From an optimization exercise on the open Yosys and OpenROAD flow, aimed at small area; shortcuts taken in it are not production practice.
RTL that was checked went through simulation tests only; none was proved equivalent to the original.
Power figures rest on the tool's default switching activity, not on a simulated workload.

Setup of job 3588:
Design led_cube_scan_driver, start of the top module:
module led_cube_scan_driver #(
  parameter int          N            = 8,
  parameter int          LAYER_DWELL  = 50000,
  parameter int          BLANK_CYCLES = 500,
  parameter logic [7:0]  SYNC_BYTE    = 8'hA5
) (
  input  logic             clk,
  input  logic             reset_n,
  input  logic             enable,
  input  logic [7:0]       in_data,
  input  logic             in_valid,
  output logic             in_ready,
  output logic [N*N-1:0]   col_out,
  output logic [N-1:0]     layer_out,
  output logic             frame_tick,
  output logic [7:0]       frame_count,
  output logic             sync_err
);
Size: roughly 1,100 flip-flops, ~36,000 sq um of cells after synthesis.
==> flow/config.mk <==
export PLATFORM = sky130hd
export DESIGN_NAME = led_cube_scan_driver
export DESIGN_NICKNAME = led_cube_scan_driver
export VERILOG_FILES = /design/flow/design.v
export SDC_FILE = /design/flow/constraint.sdc
export NUM_CORES = 4
export LEC_CHECK = 0
export CAP_MARGIN = 20
export CORE_MARGIN = 2
export CORE_UTILIZATION = 45
export CTS_BUF_LIST = sky130_fd_sc_hd__clkbuf_8
export CTS_CLUSTER_DIAMETER = 60
export CTS_CLUSTER_SIZE = 16
export PLACE_DENSITY = 0.6
export SLEW_MARGIN = 20
==> flow/constraint.sdc <==
create_clock -name core_clock -period 20.0 [get_ports {clk}]
set_input_delay 4.0000 -clock core_clock [delete_from_list [all_inputs] [get_ports {clk}]]
set_output_delay 4.0000 -clock core_clock [all_outputs]
set_load 0.01 [all_outputs]
run.sh (not shown) runs the stock make flow with config.mk's settings and CLKGATE_MAP_FILE= SYNTH_SCRIPT=/design/flow/synth_recipe.tcl, a recipe that flattens the netlist after the stock synthesis.
--- input diff job 3588..job 2997 ---
-- flow/config.mk --
<<< job 3588, line 10
export CORE_UTILIZATION = 45
export CTS_BUF_LIST = sky130_fd_sc_hd__clkbuf_8
export CTS_CLUSTER_DIAMETER = 60
export CTS_CLUSTER_SIZE = 16
export PLACE_DENSITY = 0.6
>>> job 2997, line 10
export CORE_UTILIZATION = 45
export PLACE_DENSITY = 0.6
==> comparison <==
Switching power total grows by more than 10% when moving from job 3588 to job 2997.
Max global-route met1 utilization across job 2997 and job 3588: job 2997
Taking job 3588 as the reference, in job 2997 worst hold slack rose 0.0052 ns, final cell count has increased, met3 layer wire length in the routed design lower.
The inputs of job 9629 differ from those of job 2997 as listed below.
-- flow/config.mk --
<<< job 2997, line 9
export CORE_MARGIN = 2
export CORE_UTILIZATION = 45
export PLACE_DENSITY = 0.6
export SLEW_MARGIN = 20
>>> job 9629, line 9
export CORE_MARGIN = 2
export CORE_UTILIZATION = 70
export CTS_BUF_LIST = sky130_fd_sc_hd__clkbuf_8
export CTS_CLUSTER_DIAMETER = 60
export CTS_CLUSTER_SIZE = 20
export PLACE_DENSITY = 0.8
export SLEW_MARGIN = 20
Notes after the runs:
In job 9629 the cell area turned out about 7% lower than in job 2997. Of the two values seen for worst setup path endpoint, r_front[463] was produced by job 9629 and r_back[120] by job 2997. Comparing job 9629 and job 2997, cell count is lower on job 9629. Job 2997 consumes more power than job 9629. Any difference in register bit total from synthesis between job 2997 and job 9629 is small enough to ignore. Diff job 2997..job 9629 | combined flip-flop and latch cell area | negligible. Between job 9629 and job 2997, the total combinational power is higher for job 2997. NOTE: utilization in job 9629 exceeds that of job 2997.
Input-level comparison between job 6931 and job 9629:
-- flow/config.mk --
<<< job 9629, line 9
export CORE_MARGIN = 2
export CORE_UTILIZATION = 70
export CTS_BUF_LIST = sky130_fd_sc_hd__clkbuf_8
export CTS_CLUSTER_DIAMETER = 60
export CTS_CLUSTER_SIZE = 20
export PLACE_DENSITY = 0.8
export SLEW_MARGIN = 20
>>> job 6931, line 9
export CORE_MARGIN = 2
export CORE_UTILIZATION = 45
export CTS_BUF_LIST = sky130_fd_sc_hd__clkbuf_4
export CTS_CLUSTER_DIAMETER = 50
export CTS_CLUSTER_SIZE = 10
export PLACE_DENSITY = 0.6
export SLEW_MARGIN = 20
### Flow results
When job 6931 is measured against job 9629, its cell count turns out about 20% higher.
Clock-buffer cell count in job 6931 is 98 above job 9629.
Re number of stages on the worst setup path: job 9629 and job 6931 aren't equal, and the higher value belongs to job 9629.
Job 6931 against job 9629: hold slack saw a decrease; final routed wirelength across all metal layers saw an increase; clock-pin slew on the worst setup and hold paths saw little to no change; met2 demand-to-capacity share in global routing saw a decrease.
The sequential share of layout area reported for job 6931 is smaller than that of job 9629 by 1.7 points.
> inputs changed (job 6931 -> job 1582)
-- flow/config.mk --
<<< job 6931, line 10
export CORE_UTILIZATION = 45
export CTS_BUF_LIST = sky130_fd_sc_hd__clkbuf_4
export CTS_CLUSTER_DIAMETER = 50
export CTS_CLUSTER_SIZE = 10
export PLACE_DENSITY = 0.6
>>> job 1582, line 10
export CORE_UTILIZATION = 45
export CTS_BUF_LIST = sky130_fd_sc_hd__clkbuf_8
export PLACE_DENSITY = 0.6
Job 1582 against job 6931: cell area power density increased about 11%; area share of buffers outside the clock network essentially unchanged; design area increased about 4%; clock-buffer cell count increased 7.5%; total vias in the final route increased 1.4%.


led_cube_scan_driver, a different RTL version from the one above (not shown whole).
For scale: roughly 1900 cells after synthesis, ~30000 um^2 of cells after synthesis.
Settings: LEC_CHECK=0, CAP_MARGIN=0, CORE_MARGIN=2, CORE_UTILIZATION=70, CTS_BUF_LIST=sky130_fd_sc_hd__clkbuf_8, CTS_CLUSTER_DIAMETER=50, CTS_CLUSTER_SIZE=16, PLACE_DENSITY=0.8, SLEW_MARGIN=0; clock period 20.0 ns.
standard.sh (not shown) runs the stock make flow with config.mk's settings and CLKGATE_MAP_FILE= SYNTH_SCRIPT=/design/flow/synth_recipe.tcl, a recipe that flattens the netlist after the stock synthesis.
==> flow/flow/run.sh <==
#!/bin/bash
# The standard layout (standard.sh: the standard synthesis, then ORFS from
# floorplan to finish) with three changes:
# * after the standard synthesis, its combinational logic is re-mapped by ABC
#   for area (flow/remap.ys); every flip-flop instance is kept as it is, and
#   flow/equiv.ys checks the new netlist against the standard one (if that
#   check fails, the standard netlist is used);
# * the port buffers ORFS puts on every input and output are buf_1;
# * clock tree synthesis clusters 16 sinks per clkbuf_8 and adds no dummy loads.
# Each tool's output goes to a log file of its own in this folder.
set -euo pipefail
LIB=$FLOW_HOME/platforms/sky130hd/lib/sky130_fd_sc_hd__tt_025C_1v80.lib
R=$PWD/orfs/results/sky130hd/led_cube_scan_driver/base
YOSYS=$FLOW_HOME/../tools/install/yosys/bin/yosys
[[ -x $YOSYS ]] || YOSYS=yosys
CTS="-sink_clustering_enable -repair_clock_nets -sink_clustering_size 16 -sink_clustering_max_diameter 50 -buf_list sky130_fd_sc_hd__clkbuf_8 -dont_use_dummy_load"
ARGS=("BUFFER_PORTS_ARGS=-buffer_cell sky130_fd_sc_hd__buf_1" "CTS_ARGS=$CTS")

bash standard.sh "${ARGS[@]}" synth > synth.log 2>&1

cp "$R/1_2_yosys.v" std_1_2_yosys.v
sed -e "s#@LIB@#$LIB#g" -e "s#@IN@#std_1_2_yosys.v#" -e "s#@OUT@#remap_1_2_yosys.v#" flow/remap.ys > remap_run.ys
sed -e "s#@LIB@#$LIB#g" -e "s#@GOLD@#std_1_2_yosys.v#" -e "s#@GATE@#remap_1_2_yosys.v#" flow/equiv.ys > equiv_run.ys
if "$YOSYS" -s remap_run.ys > remap.log 2>&1 && "$YOSYS" -s equiv_run.ys > equiv.log 2>&1; then
  cp remap_1_2_yosys.v "$R/1_2_yosys.v"
  touch "$R/1_2_yosys.v"
  echo "using the re-mapped netlist" > netlist_choice.log
else
  echo "re-map or its check failed: using the standard netlist" > netlist_choice.log
fi

bash standard.sh "${ARGS[@]}" finish > finish.log 2>&1
Other scripts of this flow, unchanged in this note and not shown: flow/flow/equiv.ys, flow/flow/remap.ys
The first run completed without violations.
Rerun with:
--- a/flow/flow/run.sh
+++ b/flow/flow/run.sh
@@ -15,3 +15,3 @@
 [[ -x $YOSYS ]] || YOSYS=yosys
-CTS="-sink_clustering_enable -repair_clock_nets -sink_clustering_size 16 -sink_clustering_max_diameter 50 -buf_list sky130_fd_sc_hd__clkbuf_8 -dont_use_dummy_load"
+CTS="-sink_clustering_enable -repair_clock_nets -sink_clustering_size 20 -sink_clustering_max_diameter 40 -buf_list sky130_fd_sc_hd__clkbuf_8 -dont_use_dummy_load"
 ARGS=("BUFFER_PORTS_ARGS=-buffer_cell sky130_fd_sc_hd__buf_1" "CTS_ARGS=$CTS")
CAP_MARGIN = 20   (was 0)
SLEW_MARGIN = 20   (was 0)
What happened:
- The changed run ran to the end with no violations
- critical path depth is unchanged
- design area goes up by 0.45%
- first-iteration DRC count goes down by 1.5%


rev 12:
led_cube_scan_driver, a different RTL version from the one above (not shown whole).
For scale: roughly 1900 cells after synthesis, ~1100 flip-flops.
clock: 20.0 ns
lec_check: 0
cap_margin: 20
core_margin: 2
core_utilization: 45
cts_buf_list: sky130_fd_sc_hd__clkbuf_8
cts_cluster_diameter: 60
cts_cluster_size: 16
place_density: 0.6
slew_margin: 20
run.sh (not shown) runs the stock make flow with config.mk's settings and CLKGATE_MAP_FILE= SYNTH_SCRIPT=/design/flow/synth_recipe.tcl, a recipe that flattens the netlist after the stock synthesis.
Stock flow here: none of the scripts above is used.
Edits applied to the flow inputs when going from rev 12 to rev 13:
Settings: changing CORE_UTILIZATION from 45 to 70; changing CTS_CLUSTER_DIAMETER from 60 to 50; changing PLACE_DENSITY from 0.6 to 0.8.
--- outcome ---
Rev 13 finished all stages; the layout is clean.
Global-route track usage on met3 is higher on rev 13
Floorplan die height | rev 13 below rev 12
As far as number of sinks driven by the clock tree goes, rev 12 and rev 13 are indistinguishable; the numbers are identical.
For leakage power total, rev 13 and rev 12 come out practically identical.
Global placement routability congestion came out higher on rev 13 than on rev 12.
Initial DRC count: rev 13 worse than rev 12
Summary of rev 13 over rev 12: detailed-routed wire length on met3 went up by about 40%, final critical-path required period has decreased.
No run of this note included a check of the RTL's function; only the layout flow was run.


RTL: one of the versions met above, not the one the previous note started from.
For scale: roughly 95 I/O pins, ~30000 µm² of cells after synthesis.
Settings: LEC_CHECK=0, CAP_MARGIN=20, CORE_MARGIN=2, CORE_UTILIZATION=85, CTS_BUF_LIST=sky130_fd_sc_hd__clkbuf_8, CTS_CLUSTER_DIAMETER=50, CTS_CLUSTER_SIZE=16, PLACE_DENSITY=0.92, SLEW_MARGIN=20; clock period 20.0 ns.
standard.sh (not shown) runs the stock make flow with config.mk's settings and CLKGATE_MAP_FILE= SYNTH_SCRIPT=/design/flow/synth_recipe.tcl, a recipe that flattens the netlist after the stock synthesis.
==> flow/flow/run.sh <==
#!/bin/bash
# The standard layout (standard.sh: the standard synthesis, then ORFS from
# floorplan to finish) with three changes:
# * after the standard synthesis, its combinational logic is re-mapped by ABC
#   for area (flow/remap.ys); every flip-flop instance is kept as it is, and
#   flow/equiv.ys checks the new netlist against the standard one (if that
#   check fails, the standard netlist is used);
# * the port buffers ORFS puts on every input and output are buf_1;
# * clock tree synthesis clusters 16 sinks per clkbuf_8 and adds no dummy loads.
# Each tool's output goes to a log file of its own in this folder.
set -euo pipefail
LIB=$FLOW_HOME/platforms/sky130hd/lib/sky130_fd_sc_hd__tt_025C_1v80.lib
R=$PWD/orfs/results/sky130hd/led_cube_scan_driver/base
YOSYS=$FLOW_HOME/../tools/install/yosys/bin/yosys
[[ -x $YOSYS ]] || YOSYS=yosys
CTS="-sink_clustering_enable -repair_clock_nets -sink_clustering_size 16 -sink_clustering_max_diameter 50 -buf_list sky130_fd_sc_hd__clkbuf_8 -dont_use_dummy_load"
ARGS=("BUFFER_PORTS_ARGS=-buffer_cell sky130_fd_sc_hd__buf_1" "CTS_ARGS=$CTS")

bash standard.sh "${ARGS[@]}" synth > synth.log 2>&1

cp "$R/1_2_yosys.v" std_1_2_yosys.v
sed -e "s#@LIB@#$LIB#g" -e "s#@IN@#std_1_2_yosys.v#" -e "s#@OUT@#remap_1_2_yosys.v#" flow/remap.ys > remap_run.ys
sed -e "s#@LIB@#$LIB#g" -e "s#@GOLD@#std_1_2_yosys.v#" -e "s#@GATE@#remap_1_2_yosys.v#" flow/equiv.ys > equiv_run.ys
if "$YOSYS" -s remap_run.ys > remap.log 2>&1 && "$YOSYS" -s equiv_run.ys > equiv.log 2>&1; then
  cp remap_1_2_yosys.v "$R/1_2_yosys.v"
  touch "$R/1_2_yosys.v"
  echo "using the re-mapped netlist" > netlist_choice.log
else
  echo "re-map or its check failed: using the standard netlist" > netlist_choice.log
fi

bash standard.sh "${ARGS[@]}" finish > finish.log 2>&1
Other scripts of this flow, unchanged in this note and not shown: flow/flow/equiv.ys, flow/flow/remap.ys
Rerun with:
--- a/flow/flow/run.sh
+++ b/flow/flow/run.sh
@@ -8,3 +8,4 @@
 # * the port buffers ORFS puts on every input and output are buf_1;
-# * clock tree synthesis clusters 16 sinks per clkbuf_8 and adds no dummy loads.
+# * clock tree synthesis clusters up to 20 sinks per clkbuf_8 and adds no dummy
+#   loads.
 # Each tool's output goes to a log file of its own in this folder.
@@ -15,3 +16,3 @@
 [[ -x $YOSYS ]] || YOSYS=yosys
-CTS="-sink_clustering_enable -repair_clock_nets -sink_clustering_size 16 -sink_clustering_max_diameter 50 -buf_list sky130_fd_sc_hd__clkbuf_8 -dont_use_dummy_load"
+CTS="-sink_clustering_enable -repair_clock_nets -sink_clustering_size 20 -sink_clustering_max_diameter 60 -buf_list sky130_fd_sc_hd__clkbuf_8 -dont_use_dummy_load"
 ARGS=("BUFFER_PORTS_ARGS=-buffer_cell sky130_fd_sc_hd__buf_1" "CTS_ARGS=$CTS")
CORE_UTILIZATION = 70   (was 85)
PLACE_DENSITY = 0.8   (was 0.92)
After rerunning:
- The changed run produced a clean layout
- synthesized cell count is unchanged
- hold slack gains 0.019 ns
- total power drops by about 8%
- cell area barely changes
- via count drops by 15%
- global-route usage drops by 17 points
Rerun with:
--- a/flow/flow/run.sh
+++ b/flow/flow/run.sh
@@ -8,4 +8,3 @@
 # * the port buffers ORFS puts on every input and output are buf_1;
-# * clock tree synthesis clusters up to 20 sinks per clkbuf_8 and adds no dummy
-#   loads.
+# * clock tree synthesis clusters 16 sinks per clkbuf_8 and adds no dummy loads.
 # Each tool's output goes to a log file of its own in this folder.
@@ -16,3 +15,3 @@
 [[ -x $YOSYS ]] || YOSYS=yosys
-CTS="-sink_clustering_enable -repair_clock_nets -sink_clustering_size 20 -sink_clustering_max_diameter 60 -buf_list sky130_fd_sc_hd__clkbuf_8 -dont_use_dummy_load"
+CTS="-sink_clustering_enable -repair_clock_nets -sink_clustering_size 16 -sink_clustering_max_diameter 50 -buf_list sky130_fd_sc_hd__clkbuf_8 -dont_use_dummy_load"
 ARGS=("BUFFER_PORTS_ARGS=-buffer_cell sky130_fd_sc_hd__buf_1" "CTS_ARGS=$CTS")
CORE_UTILIZATION = 60   (was 70)
PLACE_DENSITY = 0.7   (was 0.8)
Outcome: The changed run ran to the end with no violations. Wire length went down by 0.99%. Register-to-register slack improves by 0.37 ns. Utilization drops by 10 points. Final cell count rose by about 5.4%. First-iteration DRC count came out lower by about 25%. Die area went up by about 16%. Count of clock-buffer cells in the layout went up by 16.
Rerun with:
--- a/flow/flow/run.sh
+++ b/flow/flow/run.sh
@@ -15,3 +15,3 @@
 [[ -x $YOSYS ]] || YOSYS=yosys
-CTS="-sink_clustering_enable -repair_clock_nets -sink_clustering_size 16 -sink_clustering_max_diameter 50 -buf_list sky130_fd_sc_hd__clkbuf_8 -dont_use_dummy_load"
+CTS="-sink_clustering_enable -repair_clock_nets -sink_clustering_size 20 -sink_clustering_max_diameter 60 -buf_list sky130_fd_sc_hd__clkbuf_8 -dont_use_dummy_load"
 ARGS=("BUFFER_PORTS_ARGS=-buffer_cell sky130_fd_sc_hd__buf_1" "CTS_ARGS=$CTS")
CORE_UTILIZATION = 70   (was 60)
PLACE_DENSITY = 0.8   (was 0.7)
Result: The changed run finished clean; core utilization went up by 10 points; setup slack is worse by 0.48 ns; via count rises by about 1.1%; cell count came out lower by about 5%; combinational power stays flat; global-route usage rises by 4.1 points; sequential power hardly moves; cell area is lower by 1.2%; sequential share of layout area rose by 0.95 points; maximum frequency went down by about 6%.
Rerun with:
--- a/flow/flow/run.sh
+++ b/flow/flow/run.sh
@@ -15,3 +15,3 @@
 [[ -x $YOSYS ]] || YOSYS=yosys
-CTS="-sink_clustering_enable -repair_clock_nets -sink_clustering_size 20 -sink_clustering_max_diameter 60 -buf_list sky130_fd_sc_hd__clkbuf_8 -dont_use_dummy_load"
+CTS="-sink_clustering_enable -repair_clock_nets -sink_clustering_size 16 -sink_clustering_max_diameter 50 -buf_list {sky130_fd_sc_hd__clkbuf_4 sky130_fd_sc_hd__clkbuf_8 sky130_fd_sc_hd__clkbuf_16} -dont_use_dummy_load"
 ARGS=("BUFFER_PORTS_ARGS=-buffer_cell sky130_fd_sc_hd__buf_1" "CTS_ARGS=$CTS")
The new run completed with no timing, DRC or antenna violations.
Non-clock buffer count stays the same.
Cell area rises by 3.5%.
Global-route usage rises by 1.8 points.
Power rises by about 10%.
Routed wire length rises by about 6%.
Clock power rises by 52%.
First-iteration DRC count rises by about 5%.

==> what the ideal ports hide <==
No port has a modelled driver above. Below, the same layouts with a new extraction and two added sets of constraints. Step 1 sets driving cells, clkbuf_16 on the clock port and buf_2 on the other inputs (assumed; they add their load-dependent delay and slew). Step 2 also shifts input and output timing later by t, the mid clock arrival at the registers, as if the neighbouring blocks saw the same clock. a / b / c = ideal ports / drivers / drivers and shift; a / b = the first two.
run	t, ns	slack for setup (ns)	worst slew at a driven data input, ns
job 3588	0.733	12.194 / 12.230 / 11.497	0.04
job 2997	0.695	12.156 / 12.191 / 11.496	0.04
job 9629	0.763	12.163 / 12.194 / 11.431	0.04
job 6931	0.951	12.229 / 12.265 / 11.314	0.04
job 1582	0.830	12.242 / 12.277 / 11.447	0.04
the first run of note 2	0.689	12.355 / 12.303 / 12.991	0.03
the second run of note 2	0.703	12.339 / 12.282 / 12.985	0.03
rev 12	0.754	12.640 / 12.578 / 12.562	0.10
rev 13	0.754	12.790 / 12.738 / 12.693	0.09
the first run of note 4	0.720	12.811 / 12.759 / 12.823	0.04
the second run of note 4	0.693	12.356 / 12.295 / 12.988	0.03
the third run of note 4	0.722	12.834 / 12.777 / 13.388	0.03
the fourth run of note 4	0.693	12.356 / 12.295 / 12.988	0.03
the fifth run of note 4	0.643	12.304 / 12.248 / 12.891	0.03
After both steps every run listed still meets setup and hold. For job 6931, which loses most, drivers alone change the setup slack by +0.036 ns; drivers and shift together by -0.915 ns.
